Source: an optimization exercise on an open RTL-to-GDS flow (aim: small area and a short achievable clock period). Production flows keep margins and buffers that such runs may drop. In this exercise RTL edits were held to simulation tests only and were not proved equivalent to the original. Power is estimated from default activity; no workload was simulated.

Design apb_slave_mem_top, start of the top module:
module apb_slave_mem_top (
  input  logic        PCLK,
  input  logic        PRESET,
  input  logic        PSEL,
  input  logic        PENABLE,
  input  logic [2:0]  PPROT,
  input  logic        PWRITE,
  input  logic [1:0]  PSTRB,
  input  logic [9:0]  PADDR,
  input  logic [15:0] PWDATA,
  output logic [15:0] PRDATA,
  output logic        PREADY,
  output logic        PSLVERR
);
For scale: ~6,700 cells after synthesis, ~54 I/O pins.
clock: 5.0 ns
lec_check: 0
cap_margin: 20
core_margin: 2
core_utilization: 65
cts_cluster_diameter: 80
cts_cluster_size: 30
setup_slack_margin: 3.0
slew_margin: 20
synth_hierarchical: 1
standard.sh (not shown) runs the stock make flow with config.mk's settings and CLKGATE_MAP_FILE= SYNTH_SCRIPT=/design/flow/synth_recipe.tcl, a recipe that flattens the netlist after the stock synthesis.
==> flow/flow/run.sh <==
#!/bin/bash
# Own layout flow: the standard layout (standard.sh), with the slow
# complex cells (three- and four-high transistor stacks, 4:1 muxes, 4-input
# OR/NOR) also marked don't-use, so synthesis and timing repair build the
# read multiplexer from faster cells. Make's full output goes to
# make_finish.log in the work folder; ORFS keeps each step's log under
# orfs/logs.
set -euo pipefail
DONT_USE=" sky130_fd_sc_hd__probe_p_8 sky130_fd_sc_hd__probec_p_8 sky130_fd_sc_hd__lpflow_bleeder_1 sky130_fd_sc_hd__lpflow_clkbufkapwr_1 sky130_fd_sc_hd__lpflow_clkbufkapwr_16 sky130_fd_sc_hd__lpflow_clkbufkapwr_2 sky130_fd_sc_hd__lpflow_clkbufkapwr_4 sky130_fd_sc_hd__lpflow_clkbufkapwr_8 sky130_fd_sc_hd__lpflow_clkinvkapwr_1 sky130_fd_sc_hd__lpflow_clkinvkapwr_16 sky130_fd_sc_hd__lpflow_clkinvkapwr_2 sky130_fd_sc_hd__lpflow_clkinvkapwr_4 sky130_fd_sc_hd__lpflow_clkinvkapwr_8 sky130_fd_sc_hd__lpflow_decapkapwr_12 sky130_fd_sc_hd__lpflow_decapkapwr_3 sky130_fd_sc_hd__lpflow_decapkapwr_4 sky130_fd_sc_hd__lpflow_decapkapwr_6 sky130_fd_sc_hd__lpflow_decapkapwr_8 sky130_fd_sc_hd__lpflow_inputiso0n_1 sky130_fd_sc_hd__lpflow_inputiso0p_1 sky130_fd_sc_hd__lpflow_inputiso1n_1 sky130_fd_sc_hd__lpflow_inputiso1p_1 sky130_fd_sc_hd__lpflow_inputisolatch_1 sky130_fd_sc_hd__lpflow_isobufsrc_1 sky130_fd_sc_hd__lpflow_isobufsrc_16 sky130_fd_sc_hd__lpflow_isobufsrc_2 sky130_fd_sc_hd__lpflow_isobufsrc_4 sky130_fd_sc_hd__lpflow_isobufsrc_8 sky130_fd_sc_hd__lpflow_isobufsrckapwr_16 sky130_fd_sc_hd__lpflow_lsbuf_lh_hl_isowell_tap_1 sky130_fd_sc_hd__lpflow_lsbuf_lh_hl_isowell_tap_2 sky130_fd_sc_hd__lpflow_lsbuf_lh_hl_isowell_tap_4 sky130_fd_sc_hd__lpflow_lsbuf_lh_isowell_4 sky130_fd_sc_hd__lpflow_lsbuf_lh_isowell_tap_1 sky130_fd_sc_hd__lpflow_lsbuf_lh_isowell_tap_2 sky130_fd_sc_hd__lpflow_lsbuf_lh_isowell_tap_4  sky130_fd_sc_hd__a2111o_1 sky130_fd_sc_hd__a2111o_2 sky130_fd_sc_hd__a2111o_4 sky130_fd_sc_hd__a2111oi_0 sky130_fd_sc_hd__a2111oi_1 sky130_fd_sc_hd__a2111oi_2 sky130_fd_sc_hd__a2111oi_4 sky130_fd_sc_hd__a221o_1 sky130_fd_sc_hd__a221o_2 sky130_fd_sc_hd__a221o_4 sky130_fd_sc_hd__a221oi_1 sky130_fd_sc_hd__a221oi_2 sky130_fd_sc_hd__a221oi_4 sky130_fd_sc_hd__a222oi_1 sky130_fd_sc_hd__a2bb2o_1 sky130_fd_sc_hd__a2bb2o_2 sky130_fd_sc_hd__a2bb2o_4 sky130_fd_sc_hd__a311o_1 sky130_fd_sc_hd__a311o_2 sky130_fd_sc_hd__a311o_4 sky130_fd_sc_hd__a311oi_1 sky130_fd_sc_hd__a311oi_2 sky130_fd_sc_hd__a311oi_4 sky130_fd_sc_hd__a31o_1 sky130_fd_sc_hd__a31o_2 sky130_fd_sc_hd__a31o_4 sky130_fd_sc_hd__a31oi_1 sky130_fd_sc_hd__a31oi_2 sky130_fd_sc_hd__a31oi_4 sky130_fd_sc_hd__a32o_1 sky130_fd_sc_hd__a32o_2 sky130_fd_sc_hd__a32o_4 sky130_fd_sc_hd__a32oi_1 sky130_fd_sc_hd__a32oi_2 sky130_fd_sc_hd__a32oi_4 sky130_fd_sc_hd__a41o_1 sky130_fd_sc_hd__a41o_2 sky130_fd_sc_hd__a41o_4 sky130_fd_sc_hd__a41oi_1 sky130_fd_sc_hd__a41oi_2 sky130_fd_sc_hd__a41oi_4 sky130_fd_sc_hd__mux4_1 sky130_fd_sc_hd__mux4_2 sky130_fd_sc_hd__mux4_4 sky130_fd_sc_hd__nor4_1 sky130_fd_sc_hd__nor4_2 sky130_fd_sc_hd__nor4_4 sky130_fd_sc_hd__o2111a_1 sky130_fd_sc_hd__o2111a_2 sky130_fd_sc_hd__o2111a_4 sky130_fd_sc_hd__o2111ai_1 sky130_fd_sc_hd__o2111ai_2 sky130_fd_sc_hd__o2111ai_4 sky130_fd_sc_hd__o221a_1 sky130_fd_sc_hd__o221a_2 sky130_fd_sc_hd__o221a_4 sky130_fd_sc_hd__o221ai_1 sky130_fd_sc_hd__o221ai_2 sky130_fd_sc_hd__o221ai_4 sky130_fd_sc_hd__o2bb2a_1 sky130_fd_sc_hd__o2bb2a_2 sky130_fd_sc_hd__o2bb2a_4 sky130_fd_sc_hd__o311a_1 sky130_fd_sc_hd__o311a_2 sky130_fd_sc_hd__o311a_4 sky130_fd_sc_hd__o311ai_0 sky130_fd_sc_hd__o311ai_1 sky130_fd_sc_hd__o311ai_2 sky130_fd_sc_hd__o311ai_4 sky130_fd_sc_hd__o31a_1 sky130_fd_sc_hd__o31a_2 sky130_fd_sc_hd__o31a_4 sky130_fd_sc_hd__o31ai_1 sky130_fd_sc_hd__o31ai_2 sky130_fd_sc_hd__o31ai_4 sky130_fd_sc_hd__o32a_1 sky130_fd_sc_hd__o32a_2 sky130_fd_sc_hd__o32a_4 sky130_fd_sc_hd__o32ai_1 sky130_fd_sc_hd__o32ai_2 sky130_fd_sc_hd__o32ai_4 sky130_fd_sc_hd__o41a_1 sky130_fd_sc_hd__o41a_2 sky130_fd_sc_hd__o41a_4 sky130_fd_sc_hd__o41ai_1 sky130_fd_sc_hd__o41ai_2 sky130_fd_sc_hd__o41ai_4 sky130_fd_sc_hd__or4_1 sky130_fd_sc_hd__or4_2 sky130_fd_sc_hd__or4_4  sky130_fd_sc_hd__nor4b_1 sky130_fd_sc_hd__nor4b_2 sky130_fd_sc_hd__nor4b_4 sky130_fd_sc_hd__nor4bb_1 sky130_fd_sc_hd__nor4bb_2 sky130_fd_sc_hd__nor4bb_4 sky130_fd_sc_hd__or4b_1 sky130_fd_sc_hd__or4b_2 sky130_fd_sc_hd__or4b_4 sky130_fd_sc_hd__or4bb_1 sky130_fd_sc_hd__or4bb_2 sky130_fd_sc_hd__or4bb_4 "
bash standard.sh "DONT_USE_CELLS=$DONT_USE" finish > make_finish.log 2>&1
The baseline completed with no timing, DRC or antenna violations.
Then changed:
--- a/flow/config.mk
+++ b/flow/config.mk
@@ -13 +13 @@
-export SETUP_SLACK_MARGIN = 3.0
+export SETUP_SLACK_MARGIN = 2.7
What happened:
- design area goes up by 0.41%
- die area is unchanged
- wire length goes up by 1.5%
Then changed:
--- a/flow/flow/run.sh
+++ b/flow/flow/run.sh
@@ -5 +5,3 @@
-# read multiplexer from faster cells. Make's full output goes to
+# read multiplexer from faster cells, and with timing repair free to resize a
+# cell to one of another width (MATCH_CELL_FOOTPRINT 0, which the platform
+# sets to 1). Make's full output goes to
@@ -10 +12 @@
-bash standard.sh "DONT_USE_CELLS=$DONT_USE" finish > make_finish.log 2>&1
+bash standard.sh "DONT_USE_CELLS=$DONT_USE" MATCH_CELL_FOOTPRINT=0 finish > make_finish.log 2>&1
Non-clock buffer count drops by 35. Routed wire length climbs slightly. Sequential share of layout area hardly moves. Critical path depth stays the same. Setup slack loses 0.12 ns. Global-route usage climbs by 0.41 points. Design area hardly moves. Maximum frequency drops by a few percent. Final cell count stays flat. Area after synthesis is unchanged. Core utilization stays flat.

---

## run A
apb_slave_mem_top, a different RTL version from the one above (not shown whole).
Size: ~6500 cells after synthesis, about 4200 flip-flops, roughly 110000 µm² of cells after synthesis.
==> flow/config.mk <==
export PLATFORM = sky130hd
export DESIGN_NAME = apb_slave_mem_top
export DESIGN_NICKNAME = apb_slave_mem_top
export VERILOG_FILES = /design/flow/design.v
export SDC_FILE = /design/flow/constraint.sdc
export NUM_CORES = 4
export LEC_CHECK = 0
export CAP_MARGIN = 20
export CORE_MARGIN = 2
export CORE_UTILIZATION = 65
export CTS_CLUSTER_DIAMETER = 80
export CTS_CLUSTER_SIZE = 30
export SETUP_SLACK_MARGIN = 3.0
export SLEW_MARGIN = 20
export SYNTH_HIERARCHICAL = 1
export TNS_END_PERCENT = 20
==> flow/constraint.sdc <==
create_clock -name core_clock -period 5.0 [get_ports {PCLK}]
set_input_delay 1.0000 -clock core_clock [delete_from_list [all_inputs] [get_ports {PCLK}]]
set_output_delay 1.0000 -clock core_clock [all_outputs]
set_load 0.01 [all_outputs]
==> flow/flow/run.sh <==
#!/bin/bash
# Own layout flow: the standard layout (standard.sh), with the slow
# complex cells (three- and four-high transistor stacks, 4:1 muxes, 4-input
# OR/NOR) also marked don't-use, so synthesis and timing repair build the
# read multiplexer from faster cells. Make's full output goes to
# make_finish.log in the work folder; ORFS keeps each step's log under
# orfs/logs.
set -euo pipefail
DONT_USE=" sky130_fd_sc_hd__probe_p_8 sky130_fd_sc_hd__probec_p_8 sky130_fd_sc_hd__lpflow_bleeder_1 sky130_fd_sc_hd__lpflow_clkbufkapwr_1 sky130_fd_sc_hd__lpflow_clkbufkapwr_16 sky130_fd_sc_hd__lpflow_clkbufkapwr_2 sky130_fd_sc_hd__lpflow_clkbufkapwr_4 sky130_fd_sc_hd__lpflow_clkbufkapwr_8 sky130_fd_sc_hd__lpflow_clkinvkapwr_1 sky130_fd_sc_hd__lpflow_clkinvkapwr_16 sky130_fd_sc_hd__lpflow_clkinvkapwr_2 sky130_fd_sc_hd__lpflow_clkinvkapwr_4 sky130_fd_sc_hd__lpflow_clkinvkapwr_8 sky130_fd_sc_hd__lpflow_decapkapwr_12 sky130_fd_sc_hd__lpflow_decapkapwr_3 sky130_fd_sc_hd__lpflow_decapkapwr_4 sky130_fd_sc_hd__lpflow_decapkapwr_6 sky130_fd_sc_hd__lpflow_decapkapwr_8 sky130_fd_sc_hd__lpflow_inputiso0n_1 sky130_fd_sc_hd__lpflow_inputiso0p_1 sky130_fd_sc_hd__lpflow_inputiso1n_1 sky130_fd_sc_hd__lpflow_inputiso1p_1 sky130_fd_sc_hd__lpflow_inputisolatch_1 sky130_fd_sc_hd__lpflow_isobufsrc_1 sky130_fd_sc_hd__lpflow_isobufsrc_16 sky130_fd_sc_hd__lpflow_isobufsrc_2 sky130_fd_sc_hd__lpflow_isobufsrc_4 sky130_fd_sc_hd__lpflow_isobufsrc_8 sky130_fd_sc_hd__lpflow_isobufsrckapwr_16 sky130_fd_sc_hd__lpflow_lsbuf_lh_hl_isowell_tap_1 sky130_fd_sc_hd__lpflow_lsbuf_lh_hl_isowell_tap_2 sky130_fd_sc_hd__lpflow_lsbuf_lh_hl_isowell_tap_4 sky130_fd_sc_hd__lpflow_lsbuf_lh_isowell_4 sky130_fd_sc_hd__lpflow_lsbuf_lh_isowell_tap_1 sky130_fd_sc_hd__lpflow_lsbuf_lh_isowell_tap_2 sky130_fd_sc_hd__lpflow_lsbuf_lh_isowell_tap_4  sky130_fd_sc_hd__a2111o_1 sky130_fd_sc_hd__a2111o_2 sky130_fd_sc_hd__a2111o_4 sky130_fd_sc_hd__a2111oi_0 sky130_fd_sc_hd__a2111oi_1 sky130_fd_sc_hd__a2111oi_2 sky130_fd_sc_hd__a2111oi_4 sky130_fd_sc_hd__a221o_1 sky130_fd_sc_hd__a221o_2 sky130_fd_sc_hd__a221o_4 sky130_fd_sc_hd__a221oi_1 sky130_fd_sc_hd__a221oi_2 sky130_fd_sc_hd__a221oi_4 sky130_fd_sc_hd__a222oi_1 sky130_fd_sc_hd__a2bb2o_1 sky130_fd_sc_hd__a2bb2o_2 sky130_fd_sc_hd__a2bb2o_4 sky130_fd_sc_hd__a311o_1 sky130_fd_sc_hd__a311o_2 sky130_fd_sc_hd__a311o_4 sky130_fd_sc_hd__a311oi_1 sky130_fd_sc_hd__a311oi_2 sky130_fd_sc_hd__a311oi_4 sky130_fd_sc_hd__a31o_1 sky130_fd_sc_hd__a31o_2 sky130_fd_sc_hd__a31o_4 sky130_fd_sc_hd__a31oi_1 sky130_fd_sc_hd__a31oi_2 sky130_fd_sc_hd__a31oi_4 sky130_fd_sc_hd__a32o_1 sky130_fd_sc_hd__a32o_2 sky130_fd_sc_hd__a32o_4 sky130_fd_sc_hd__a32oi_1 sky130_fd_sc_hd__a32oi_2 sky130_fd_sc_hd__a32oi_4 sky130_fd_sc_hd__a41o_1 sky130_fd_sc_hd__a41o_2 sky130_fd_sc_hd__a41o_4 sky130_fd_sc_hd__a41oi_1 sky130_fd_sc_hd__a41oi_2 sky130_fd_sc_hd__a41oi_4 sky130_fd_sc_hd__mux4_1 sky130_fd_sc_hd__mux4_2 sky130_fd_sc_hd__mux4_4 sky130_fd_sc_hd__nor4_1 sky130_fd_sc_hd__nor4_2 sky130_fd_sc_hd__nor4_4 sky130_fd_sc_hd__o2111a_1 sky130_fd_sc_hd__o2111a_2 sky130_fd_sc_hd__o2111a_4 sky130_fd_sc_hd__o2111ai_1 sky130_fd_sc_hd__o2111ai_2 sky130_fd_sc_hd__o2111ai_4 sky130_fd_sc_hd__o221a_1 sky130_fd_sc_hd__o221a_2 sky130_fd_sc_hd__o221a_4 sky130_fd_sc_hd__o221ai_1 sky130_fd_sc_hd__o221ai_2 sky130_fd_sc_hd__o221ai_4 sky130_fd_sc_hd__o2bb2a_1 sky130_fd_sc_hd__o2bb2a_2 sky130_fd_sc_hd__o2bb2a_4 sky130_fd_sc_hd__o311a_1 sky130_fd_sc_hd__o311a_2 sky130_fd_sc_hd__o311a_4 sky130_fd_sc_hd__o311ai_0 sky130_fd_sc_hd__o311ai_1 sky130_fd_sc_hd__o311ai_2 sky130_fd_sc_hd__o311ai_4 sky130_fd_sc_hd__o31a_1 sky130_fd_sc_hd__o31a_2 sky130_fd_sc_hd__o31a_4 sky130_fd_sc_hd__o31ai_1 sky130_fd_sc_hd__o31ai_2 sky130_fd_sc_hd__o31ai_4 sky130_fd_sc_hd__o32a_1 sky130_fd_sc_hd__o32a_2 sky130_fd_sc_hd__o32a_4 sky130_fd_sc_hd__o32ai_1 sky130_fd_sc_hd__o32ai_2 sky130_fd_sc_hd__o32ai_4 sky130_fd_sc_hd__o41a_1 sky130_fd_sc_hd__o41a_2 sky130_fd_sc_hd__o41a_4 sky130_fd_sc_hd__o41ai_1 sky130_fd_sc_hd__o41ai_2 sky130_fd_sc_hd__o41ai_4 sky130_fd_sc_hd__or4_1 sky130_fd_sc_hd__or4_2 sky130_fd_sc_hd__or4_4  sky130_fd_sc_hd__nor4b_1 sky130_fd_sc_hd__nor4b_2 sky130_fd_sc_hd__nor4b_4 sky130_fd_sc_hd__nor4bb_1 sky130_fd_sc_hd__nor4bb_2 sky130_fd_sc_hd__nor4bb_4 sky130_fd_sc_hd__or4b_1 sky130_fd_sc_hd__or4b_2 sky130_fd_sc_hd__or4b_4 sky130_fd_sc_hd__or4bb_1 sky130_fd_sc_hd__or4bb_2 sky130_fd_sc_hd__or4bb_4 "
bash standard.sh "DONT_USE_CELLS=$DONT_USE" finish > make_finish.log 2>&1
## Diff of input files: run B against run A
Settings: removing TNS_END_PERCENT (formerly 20).
==> comparison <==
- Looking at the reports, run B completed the entire flow and the layout it produced met the timing, DRC and antenna checks.
- Taking run A as the reference, in run B number of combinational gates with multiple inputs held steady, number of vias in the routed layout went up.
- Diff run A -> run B: wire length of the first global-routing pass now larger, met2 usage in global routing went up by 1.7 points, critical path depth went down, number of nets in the finished design now larger.
- Total setup buffers inserted after CTS was higher in run B than in run A.
## Diff of input files: run C against run B
Settings: changing CORE_UTILIZATION from 65 to 58.
--- outcome ---
- Of run C and run B, run C shows the lower worst setup slack, with run B above it.
- Run B was larger in final cell area than run C.
- Compared with run B, run C instantiates a larger number of cells.
Edits applied to the flow inputs when going from run C to run D:
Settings: SETUP_SLACK_MARGIN now 2.7, was 3.0; CORE_UTILIZATION now 75, was 58.
==> comparison <==
- Sort run C and run D by pin count of the biggest net entering global routing, ascending, and run C comes first.
- On total clock network power, run C and run D are basically level.
- For area taken by flip-flops and latches, run D and run C come out practically identical.
- Run D vs. run C: total leakage power did not really move, actual slew at the worst max-slew pin increased 0.22 ns, minimum setup slack in the final design went down 0.020 ns.
- Comparing run C and run D, part of the total power dissipated in the clock network is higher on run C.
- Re utilization: run D is 18 points up on run C.
- The power of run D is lower than that of run C.
- | detailed route wirelength on metal3 | run D vs run C | 3600 µm higher |

## port drivers added, routing unchanged
The results above use ideal ports. As a check the final layouts listed here were re-extracted and re-timed, cells and wires unchanged. Step 1 sets driving cells, clkbuf_16 on the clock port and buf_2 on the other inputs (assumed; they add their load-dependent delay and slew). Step 2 also shifts input and output timing later by t, the mid clock arrival at the registers, as if the neighbouring blocks saw the same clock. a / b / c = ideal / step 1 / step 2; a / b = the first two.
run	t, ns	setup slack, ns	worst setup path after step 2
the first run of note 1	0.907	2.362 / 2.314 / 1.407	input to register
the second run of note 1	0.911	2.298 / 2.301 / 1.389	input to register
the third run of note 1	0.936	2.176 / 2.176 / 1.333	input to register
run A	0.899	2.515 / 2.437 / 1.537	input to register
run B	0.895	2.588 / 2.513 / 1.622	input to register
run C	0.913	2.553 / 2.429 / 1.516	input to register
run D	0.905	2.533 / 2.498 / 1.604	input to register
After both steps setup and hold are still met in every run listed. For run C, which loses most, drivers alone change the setup slack by -0.124 ns; drivers and shift together by -1.037 ns.
